From an optimization exercise on the open Yosys and OpenROAD flow, aimed at small area; shortcuts taken in it are not production practice. Function was checked by simulation only, so behaviour that the tests miss may differ from the original. The clock port is modelled as an ideal driver, which makes a skipped or thinned clock tree look cheaper than it is; a real chip needs a root buffer or a tree. Power figures rest on the tool's default switching activity, not on a simulated workload.

### design/flow/config.mk
export PLATFORM = sky130hd
export DESIGN_NAME = uart_dbg_top
export DESIGN_NICKNAME = uart_dbg_top
export VERILOG_FILES = /design/flow/design.v
export SDC_FILE = /design/flow/constraint.sdc
export NUM_CORES = 4
export LEC_CHECK = 0
export CAP_MARGIN = 0
export CORE_MARGIN = 2
export CORE_UTILIZATION = 65
export SLEW_MARGIN = 0
### design/flow/constraint.sdc
create_clock -name core_clock -period 10.0 [get_ports {clk}]
set_input_delay 2.0000 -clock core_clock [delete_from_list [all_inputs] [get_ports {clk}]]
set_output_delay 2.0000 -clock core_clock [all_outputs]
set_load 0.01 [all_outputs]
### design/flow/design.v
`timescale 1ns/1ps
`default_nettype none
module uart_dbg_top #(
  parameter int unsigned CLKS_PER_BIT = 16,
  parameter int unsigned MEM_AW       = 5
) (
  input  logic        clk,
  input  logic        rst_i,
  input  logic        uart_rx_i,
  output logic        uart_tx_o,
  output logic        exec_valid_o,
  output logic [63:0] exec_addr_o,
  input  logic        done_i,
  input  logic [31:0] exit_code_i
);
  logic [55:0] e_q;
  logic [3:0]  ph_q;
  logic        hp_q, hs_q;
  logic [2:0] sync_q;
  logic [7:0] rc_q;
  logic [7:0] rxs_q;
  logic       rx_s, fall, rx_idle, rx_tick, rx_valid, rx_shift;
  logic [3:0] rx_k;
  assign rx_s     = sync_q[1];
  assign fall     = sync_q[2] & ~sync_q[1];
  assign rx_idle  = (rc_q == 8'd0);
  assign rx_tick  = (rc_q[3:0] == 4'd8);
  assign rx_k     = rc_q[7:4];
  assign rx_valid = rx_tick && (rx_k == 4'd9) && rx_s;
  assign rx_shift = rx_tick && rx_k != 4'd0 && rx_k != 4'd9;
  always_ff @(posedge clk) begin
    if (rst_i) begin
      sync_q <= 3'b111;
      rc_q   <= 8'd0;
    end else begin
      sync_q <= {sync_q[1:0], uart_rx_i};
      if (rx_idle) begin
        rc_q <= {7'd0, fall};
      end else if (rx_tick && ((rx_k == 4'd0 && rx_s) || rx_k == 4'd9)) begin
        rc_q <= 8'd0;
      end else begin
        rc_q <= rc_q + 8'd1;
      end
    end
  end
  always_ff @(posedge clk) begin
    if (rx_shift || hs_q) begin
      rxs_q <= {rx_s, rxs_q[7:1]};
    end
  end
  logic [7:0] tc_q;
  logic       tx_idle, tx_valid, tx_accept, tx_shift;
  logic [3:0] tx_k;
  assign tx_idle   = tc_q[7] & tc_q[5];
  assign tx_k      = tc_q[7:4];
  assign tx_accept = tx_valid & tx_idle;
  always_ff @(posedge clk) begin
    if (rst_i) begin
      tc_q <= 8'd160;
    end else if (tx_accept) begin
      tc_q <= 8'd0;
    end else if (!tx_idle) begin
      tc_q <= tc_q + 8'd1;
    end
  end
  assign tx_shift  = (tc_q[3:0] == 4'd15) && (tx_k != 4'd0) && (!tx_k[3] || tx_k == 4'd8);
  assign uart_tx_o = (tx_k == 4'd0) ? 1'b0 : (tx_k[3] && tx_k != 4'd8) ? 1'b1 : e_q[0];
  logic [15:0] ring_q [16];
  logic        match, mem_wr;
  logic [4:0]  addr;
  logic [7:0]  ring_byte;
  assign addr      = e_q[36:32];
  assign match     = (ph_q == addr[4:1]);
  assign ring_byte = addr[0] ? ring_q[15][15:8] : ring_q[15][7:0];
  always_ff @(posedge clk) begin
    ph_q <= ph_q + 4'd1;
    for (int i = 1; i < 16; i++) ring_q[i] <= ring_q[i-1];
    if (mem_wr) begin
      ring_q[0] <= addr[0] ? {rxs_q, ring_q[15][7:0]} : {ring_q[15][15:8], rxs_q};
    end else begin
      ring_q[0] <= ring_q[15];
    end
  end
  typedef enum logic [2:0] {
    S_IDLE  = 3'b000,
    S_HDR   = 3'b001,
    S_WRITE = 3'b010,
    S_ACK   = 3'b100,
    S_RD    = 3'b101,
    S_EOT   = 3'b110,
    S_EOC   = 3'b111
  } state_e;
  state_e      state_q;
  logic [1:0]  cmd_q;
  logic [3:0]  cnt_q;
  logic [31:0] exit_q;
  logic        pend_q;
  logic        wpend_q;
  logic [15:0] len;
  logic        len_zero, len_one;
  logic        act_q, bw_q, len_ev, ph_last, is_hdr, op_edge, op_q;
  logic        is_cmd, hdr_shift, hdr_last, rd_cap;
  logic [7:0]  tx_byte;
  assign len      = e_q[55:40];
  assign len_zero = (len == 16'd0);
  assign len_one  = (len == 16'd1);
  assign is_cmd    = (rxs_q[7:2] == 6'b000100) && (rxs_q[1:0] != 2'b00);
  assign hdr_last  = (cnt_q == 4'd15);
  assign hdr_shift = (state_q == S_HDR) && rx_valid &&
                     ((cmd_q == 2'b11) ? !hdr_last : (cnt_q == 4'd0 || cnt_q == 4'd8 || cnt_q == 4'd9));
  assign mem_wr    = wpend_q && match;
  assign rd_cap    = (state_q == S_RD) && (tx_k == 4'd9) && match;
  assign tx_valid = state_q[2];
  always_comb begin
    tx_byte = 8'h06;
    if (state_q == S_EOT) tx_byte = 8'h04;
    if (state_q == S_EOC) begin
      if (!cnt_q[2]) begin
        tx_byte = 8'h14;
      end else begin
        case (cnt_q[1:0])
          2'd0:    tx_byte = exit_q[7:0];
          2'd1:    tx_byte = exit_q[15:8];
          2'd2:    tx_byte = exit_q[23:16];
          default: tx_byte = exit_q[31:24];
        endcase
      end
    end
  end
  always_ff @(posedge clk) begin
    if (rst_i) begin
      state_q <= S_IDLE;
      pend_q  <= 1'b0;
    end else begin
      if (done_i && state_q != S_EOC) begin
        exit_q <= exit_code_i;
        pend_q <= 1'b1;
      end
      case (state_q)
        S_IDLE: begin
          if (rx_valid) begin
            if (rxs_q == 8'h06) begin
              cmd_q   <= 2'b00;
              state_q <= S_ACK;
            end else if (is_cmd) begin
              cmd_q   <= rxs_q[1:0];
              cnt_q   <= {rxs_q[1] & rxs_q[0], 3'd0};
              state_q <= S_HDR;
            end
          end else if (pend_q) begin
            pend_q  <= 1'b0;
            cnt_q   <= 4'd11;
            state_q <= S_EOC;
          end
        end
        S_HDR: begin
          if (rx_valid) begin
            cnt_q <= cnt_q + 4'd1;
            if (hdr_last) state_q <= S_ACK;
          end
        end
        S_ACK: begin
          if (tx_accept) begin
            if (cmd_q[1] == cmd_q[0]) state_q <= S_IDLE;
            else if (len_zero)        state_q <= S_EOT;
            else if (cmd_q[1])        state_q <= S_WRITE;
            else                      state_q <= S_RD;
          end
        end
        S_WRITE: begin
          if (rx_valid && len_one) state_q <= S_EOT;
        end
        S_RD: begin
          if (tx_accept && len_one) state_q <= S_EOT;
        end
        S_EOT: begin
          if (tx_accept) state_q <= S_IDLE;
        end
        default: begin
          if (tx_accept) begin
            if (cnt_q == 4'd15) state_q <= S_IDLE;
            else                cnt_q   <= cnt_q + 4'd1;
          end
        end
      endcase
    end
  end
  always_ff @(posedge clk) begin
    if (mem_wr) begin
      wpend_q <= 1'b0;
    end else if (state_q == S_WRITE && rx_valid) begin
      wpend_q <= 1'b1;
    end
  end
  assign ph_last = (ph_q == 4'd15);
  assign len_ev  = (state_q == S_WRITE && rx_valid) || (state_q == S_RD && tx_accept);
  assign is_hdr  = (state_q == S_HDR);
  assign op_edge = is_hdr ? (ph_q[2:0] == 3'd7) : ph_last;
  assign hs_q    = op_q & is_hdr;
  assign act_q   = op_q & ~is_hdr;
  assign bw_q = hp_q;
  always_ff @(posedge clk) begin
    if (op_edge) op_q <= hp_q;
    if (hdr_shift || len_ev)  hp_q <= 1'b1;
    else if (is_hdr)          hp_q <= hp_q & ~op_edge;
    else if (op_q)            hp_q <= hp_q & ~e_q[40];
  end
  always_ff @(posedge clk) begin
    if (hs_q || act_q) begin
      e_q[55]    <= act_q ? (e_q[40] ^ bw_q) : rxs_q[0];
      e_q[54:40] <= e_q[55:41];
    end
    if (hs_q) begin
      e_q[39:37] <= e_q[40:38];
      e_q[31:8]  <= e_q[32:9];
    end
    if (hs_q) begin
      e_q[36:32] <= e_q[37:33];
    end else if (mem_wr || (state_q == S_RD && tx_accept)) begin
      e_q[36:32] <= addr + 5'd1;
    end
    if (hs_q || tx_shift) begin
      e_q[7:0] <= e_q[8:1];
    end else if (rd_cap) begin
      e_q[7:0] <= ring_byte;
    end else if (tx_accept && state_q != S_RD) begin
      e_q[7:0] <= tx_byte;
    end
  end
  assign exec_valid_o = (state_q == S_ACK) && (cmd_q == 2'b11);
  assign exec_addr_o  = {rxs_q, e_q};
endmodule
`default_nettype wire
### design/flow/flow/run.sh
#!/bin/bash
set -euo pipefail
bash standard.sh synth > synth.log 2>&1
export BUFFER_PORTS_ARGS="-buffer_cell sky130_fd_sc_hd__buf_1"
export CTS_ARGS="-sink_clustering_enable -repair_clock_nets -dont_use_dummy_load -buf_list {sky130_fd_sc_hd__clkbuf_8} -root_buf sky130_fd_sc_hd__clkbuf_8 -sink_clustering_size 20 -sink_clustering_max_diameter 60"
export POST_FLOORPLAN_TCL=$PWD/flow/rmp.tcl
export POST_CTS_TCL=$PWD/flow/ctsfix.tcl
mkdir -p orfs/objects/sky130hd/uart_dbg_top/base/rmp
bash standard.sh finish > finish.log 2>&1
### design/flow/flow/ctsfix.tcl
# Clock tree clean-up after CTS:
# 1. bypass the clock buffers that only drive other clock buffers below the
#    root, so the root drives the leaf buffers directly;
# 2. upsize leaf clock buffers whose flip-flop clock pins would see a slow
#    edge, so every clock pin stays well inside the slew limit.
set block [ord::get_db_block]
set bypassed 0
foreach inst [$block getInsts] {
  if {![string match "sky130_fd_sc_hd__clkbuf_*" [[$inst getMaster] getName]]} { continue }
  set a [$inst findITerm A]
  set x [$inst findITerm X]
  set in_net [$a getNet]
  set out_net [$x getNet]
  if {$in_net eq "NULL" || $out_net eq "NULL"} { continue }
  # the input must come from another clock buffer (not the port)
  set drv_is_buf 0
  foreach it [$in_net getITerms] {
    if {[$it isOutputSignal] && [string match "sky130_fd_sc_hd__clkbuf_*" [[[$it getInst] getMaster] getName]]} {
      set drv_is_buf 1
    }
  }
  if {!$drv_is_buf} { continue }
  # every load must be a clock buffer input
  set loads {}
  set only_bufs 1
  foreach it [$out_net getITerms] {
    if {$it eq $x} { continue }
    if {![string match "sky130_fd_sc_hd__clkbuf_*" [[[$it getInst] getMaster] getName]]} { set only_bufs 0 }
    lappend loads $it
  }
  if {!$only_bufs || [llength $loads] == 0 || [llength [$out_net getBTerms]] > 0} { continue }
  foreach it $loads {
    $it disconnect
    $it connect $in_net
  }
  $x disconnect
  $a disconnect
  odb::dbInst_destroy $inst
  odb::dbNet_destroy $out_net
  incr bypassed
}
puts "ctsfix: bypassed $bypassed clock buffers"

estimate_parasitics -placement
set_propagated_clock [all_clocks]
set up 0
foreach inst [get_cells *] {
  if {[get_property $inst ref_name] ne "sky130_fd_sc_hd__clkbuf_8"} { continue }
  set net [get_nets -of_objects [get_pins -of_objects $inst -filter "direction==output"]]
  set worst 0.0
  set leaf 1
  foreach p [get_pins -of_objects $net -filter "direction==input"] {
    if {[string match "*clkbuf*" [get_property [get_cells -of_objects $p] ref_name]]} { set leaf 0 }
    set s [get_property $p slew_max]
    if {$s > $worst} { set worst $s }
  }
  if {$leaf && $worst > 0.118} {
    puts "ctsfix: [get_full_name $inst] worst sink slew $worst, upsizing"
    replace_cell $inst sky130_fd_sc_hd__clkbuf_16
    incr up
  }
}
puts "ctsfix: upsized $up clock buffers"
if {$up > 0} {
  detailed_placement
  check_placement -verbose
  estimate_parasitics -placement
}
### design/flow/flow/rmp.tcl
# Re-map the combinational logic for area after floorplan
set lib [lindex $::env(LIB_FILES) 0]
restructure -target area -liberty_file $lib \
  -tielo_port "sky130_fd_sc_hd__conb_1/LO" -tiehi_port "sky130_fd_sc_hd__conb_1/HI" \
  -work_dir $::env(OBJECTS_DIR)/rmp -abc_logfile $::env(LOG_DIR)/rmp_abc.log
report_design_area
### design/flow/standard.sh
#!/bin/bash
# synth_recipe.tcl (not shown) runs the flow's synth.tcl, then flattens the netlist and writes it again
# the make line also repeats each setting of config.mk as NAME=value (left out here)
make -C /OpenROAD-flow-scripts/flow DESIGN_CONFIG=/design/flow/config.mk WORK_HOME=/design/flow/orfs CLKGATE_MAP_FILE= SYNTH_SCRIPT=/design/flow/synth_recipe.tcl "${@:-finish}"
==> run summary <==
==> registers in the layout, indices dropped and copies added, names as in the netlist, 2 cells and up <==
register	cells
cmd_q	2
rxs_q	8
e_q	56
cnt_q	4
sync_q	3
state_q	3
rc_q	8
tc_q	8
ph_q	4
ring_q	256
exit_q	32
==> worst paths after layout <==
path                        start              endpoint  slack [ns]  cells past startpoint
min reg2reg  ring_q[0][1]$_DFF_P_  ring_q[1][1]$_DFF_P_        0.32                      0
max reg2reg        op_q$_DFFE_PP_      e_q[6]$_DFFE_PP_        5.65                      5
min          ring_q[0][1]$_DFF_P_  ring_q[1][1]$_DFF_P_        0.32                      0
max                op_q$_DFFE_PP_      e_q[6]$_DFFE_PP_        5.65                      5
==> stage by stage <==
| step | power [W] | hold slack, ns |
|---|---|---|
| global route | 0.00268 | 0.311 |
| floorplan | 0.00196 | 0.310 |
| finish | 0.00257 | 0.315 |
| detailed placement | 0.00199 | 0.312 |
| global placement | 0.00198 | 0.310 |
==> per-layer routing <==
metal  track usage  wire length (um)  vias to the layer above
met5             0                 0                        -
met4         0.107               448                        0
met3        0.0663              1010                       26
met2         0.310              7890                      165
met1         0.280              8000                     2601
li1              -                 -                     2703
==> layout make-up <==
cell class	instances	area, um^2	share of cell area
Clock buffer	21	312	0.0272
Inverter	62	233	0.0203
Multi-Input combinational cell	243	1460	0.127
Sequential cell	388	8800	0.767
Tap cell	220	275	0.0240
Timing Repair Buffer	103	394	0.0344
==> Yosys cell counts (all sizes together) (2+ instances only) <==
| library cell | number |
|---|---|
| o221ai | 8 |
| a31oi | 4 |
| nor2 | 37 |
| and3 | 5 |
| nand4 | 6 |
| clkbuf | 9 |
| nor2b | 4 |
| xnor2 | 7 |
| o21ai | 16 |
| ha | 11 |
| or2 | 4 |
| o211ai | 5 |
| dfxtp | 285 |
| nand2 | 27 |
| buf | 9 |
| edfxtp | 103 |
| a21oi | 20 |
| a222oi | 8 |
| nand3 | 18 |
| nand2b | 6 |
| or3 | 3 |
| a211oi | 4 |
| or3b | 2 |
| nor3 | 5 |
| o21a | 5 |
| a21o | 2 |
| mux2i | 5 |
| o21ba | 2 |
| o31ai | 4 |
| xor2 | 16 |
| and2 | 4 |
| inv | 11 |
| nor4 | 7 |
| mux2 | 17 |
==> power by group through the flow <==
stage / combinational, W / sequential (W) / clock (W)
after global routing: 0.000267 / 0.00173 / 0.000688
after floorplan: 0.000217 / 0.00175 / 0
after global placement: 0.000232 / 0.00175 / 0
after detailed placement: 0.000239 / 0.00175 / 0
final: 0.000241 / 0.00172 / 0.000609
==> worst max-delay path: cells and delay by family, from the launching register on <==
family,cells,cell delay [ns]
flip-flops,1,0.70
AO/OA/AOI/OAI,1,1.00
buffers and inverters,2,1.39
AND/OR/NAND/NOR,2,0.95
==> cells by family (layout without fill, tap and decap cells) <==
kind of cell	after synthesis	in the layout	synth area share
buffers and inverters	30	186	0.0126
and+or+nand+nor	133	112	0.0636
muxes	22	0	0.0223
AOI/OAI and AO/OA	85	130	0.0563
xor gates and xnor gates	23	1	0.0186
adders and majority gates	12	0	0.0136
DFF	388	388	0.813
==> results.yml <==
run_status:
  outcome: "timing/DRC/antenna clean"
critical_path:
  cp_common_cell: "clkinv_1"
  critPathLaunchType: "register"
  worstSetupPathType: "register to register"
  crit_path_max_incr_delay_ns: 1.00
  end_kind: "register"
  crit_chain: "nand3_1 > clkinv_1 > a21oi_1 > clkinv_1 > or3_1"
  path_max_fanout: 35
  required_ns: 10.26
  cp_slowest_cell: "a21oi_1"
  cp.arrival_ns: 4.61
detailed_routing:
  routed_via_density: 5.30
  via_count: 5495
  routed_wl_um: 17400
  drc: 0
  drt_first_pass_iters: 6
  drt_iter0_markers: 333
  ant_nets: 0
  wire_per_inst_um: 16.7
synthesis:
  synth-warning-count: 2
  postSynthCellCount: 693
  yosys-top-cells-area: "dfxtp_1 (53%), edfxtp_1 (29%), mux2_2 (1.8%), xor2_1 (1.3%), nor2_1 (1.3%)"
  syn-num-nets: 740
  async_reset_ff_frac: 0
  synth_seq_cells: 388
  yosysUniqueCellTypes: 59
  syn-cell-area_mm2: 0.0108
  ys.flop_type: "dfxtp_1"
  synth_area_leader_cell: "dfxtp_1"
  avgSynthCellArea_um2: 15.6
  yosysTopAreaCellShare: 0.527
  synth_seq_area_share: 0.813
  synth_edf_count: 103
timing:
  finalCriticalPeriod_ns: 4.35
  setup_viol: 0
  maxSlewHeadroom: 0.263
  max_freq_mhz: 230
  hold_viol_final: 0
  worstMarginPinSlew_ns: 1.10
  timing.final.crit_share: 0.435
  setup-tns-final_ns: 0
  skew_ns: 0.0306
  rsz0062_at_grt: "false"
  layout_setup_ws_ns: 5.65
  finalMaxSlewViolations: 0
pwr:
  vdd_ir_drop_max_uv: 169
  power.density_mw_per_mm2: 224
  internal_power_w: 0.00196
  pwr-share-clk: 0.237
  seqPwrFrac: 0.669
  comb_power_share: 0.094
  power.share.switching: 0.238
  p_switching_w: 0.000612
  p_leak_nw: 3.98
floorplanning:
  core_area_mm2: 0.0164
  initial_utilization: 0.660
  die_w_um: 133
  rows: 47
  ios: 102
  die_h_um: 133
  die_area_mm2: 0.0177
clocking:
  clkSlewWorstSetupHoldPaths_ns: 0.11
  insertion_delay_ns: 0.57
  clock_sinks: 388
final_layout:
  drive_above_1_share: 0.0306
  syn_to_final_growth_pct: 5.98
  finalNonFillerCells: 1037
  utilization: 0.699
  final_area_mm2: 0.0115
  nets: 855
  mostFrequentLayoutCells: "dfxtp_1 (285), edfxtp_1 (103), buf_1 (101), clkinv_1 (62), nor2_1 (44)"
  insertedDiodeCount: 0
  layout_commonest_cell: "dfxtp_1"
  fillers: 1122
grt:
  antenna_found_initial: 0
  grt_usage: 0.209
  gr-total-overflow: 0
  grt_pass1_vias: 5216
  grt_pass1_wl_um: 27300
  grt_max_degree: 36
place:
  place_inst: 1016
  port_buffers: 101
  hpwl_um: 12300
  place_area_mm2: 0.0112
  dp_slack_ns: 5.58
  place_congestion: 0.887
hold_path:
  min_path_type: "register to register"
run:
  cap_violations: 0

## re-timing with driven ports
Ports are ideal in the flow. The routed layout listed here was re-timed in OpenROAD. Step 1 (the two cells are an assumption about what drives the block):
set clk [get_ports {clk}]
set_driving_cell -lib_cell sky130_fd_sc_hd__clkbuf_16 $clk
set_driving_cell -lib_cell sky130_fd_sc_hd__buf_2 [delete_from_list [all_inputs] $clk]
Step 2 adds t to the input delays and takes it off the output delays; t is the mean of the earliest and latest rising clock arrival at the registers after step 1. Input paths then give back, and output paths get back, about the clock's delay inside the block. a / b / c = no drivers / after step 1 / after step 2; a / b = the first two.
t (ns): 0.597
setup WS [ns]: 5.648 / 5.648 / 5.648
pins driven straight from the clock port: 1
After both steps setup and hold are still met in this run. For this run, drivers alone change the setup slack by 0.000 ns; drivers and shift together by 0.000 ns.
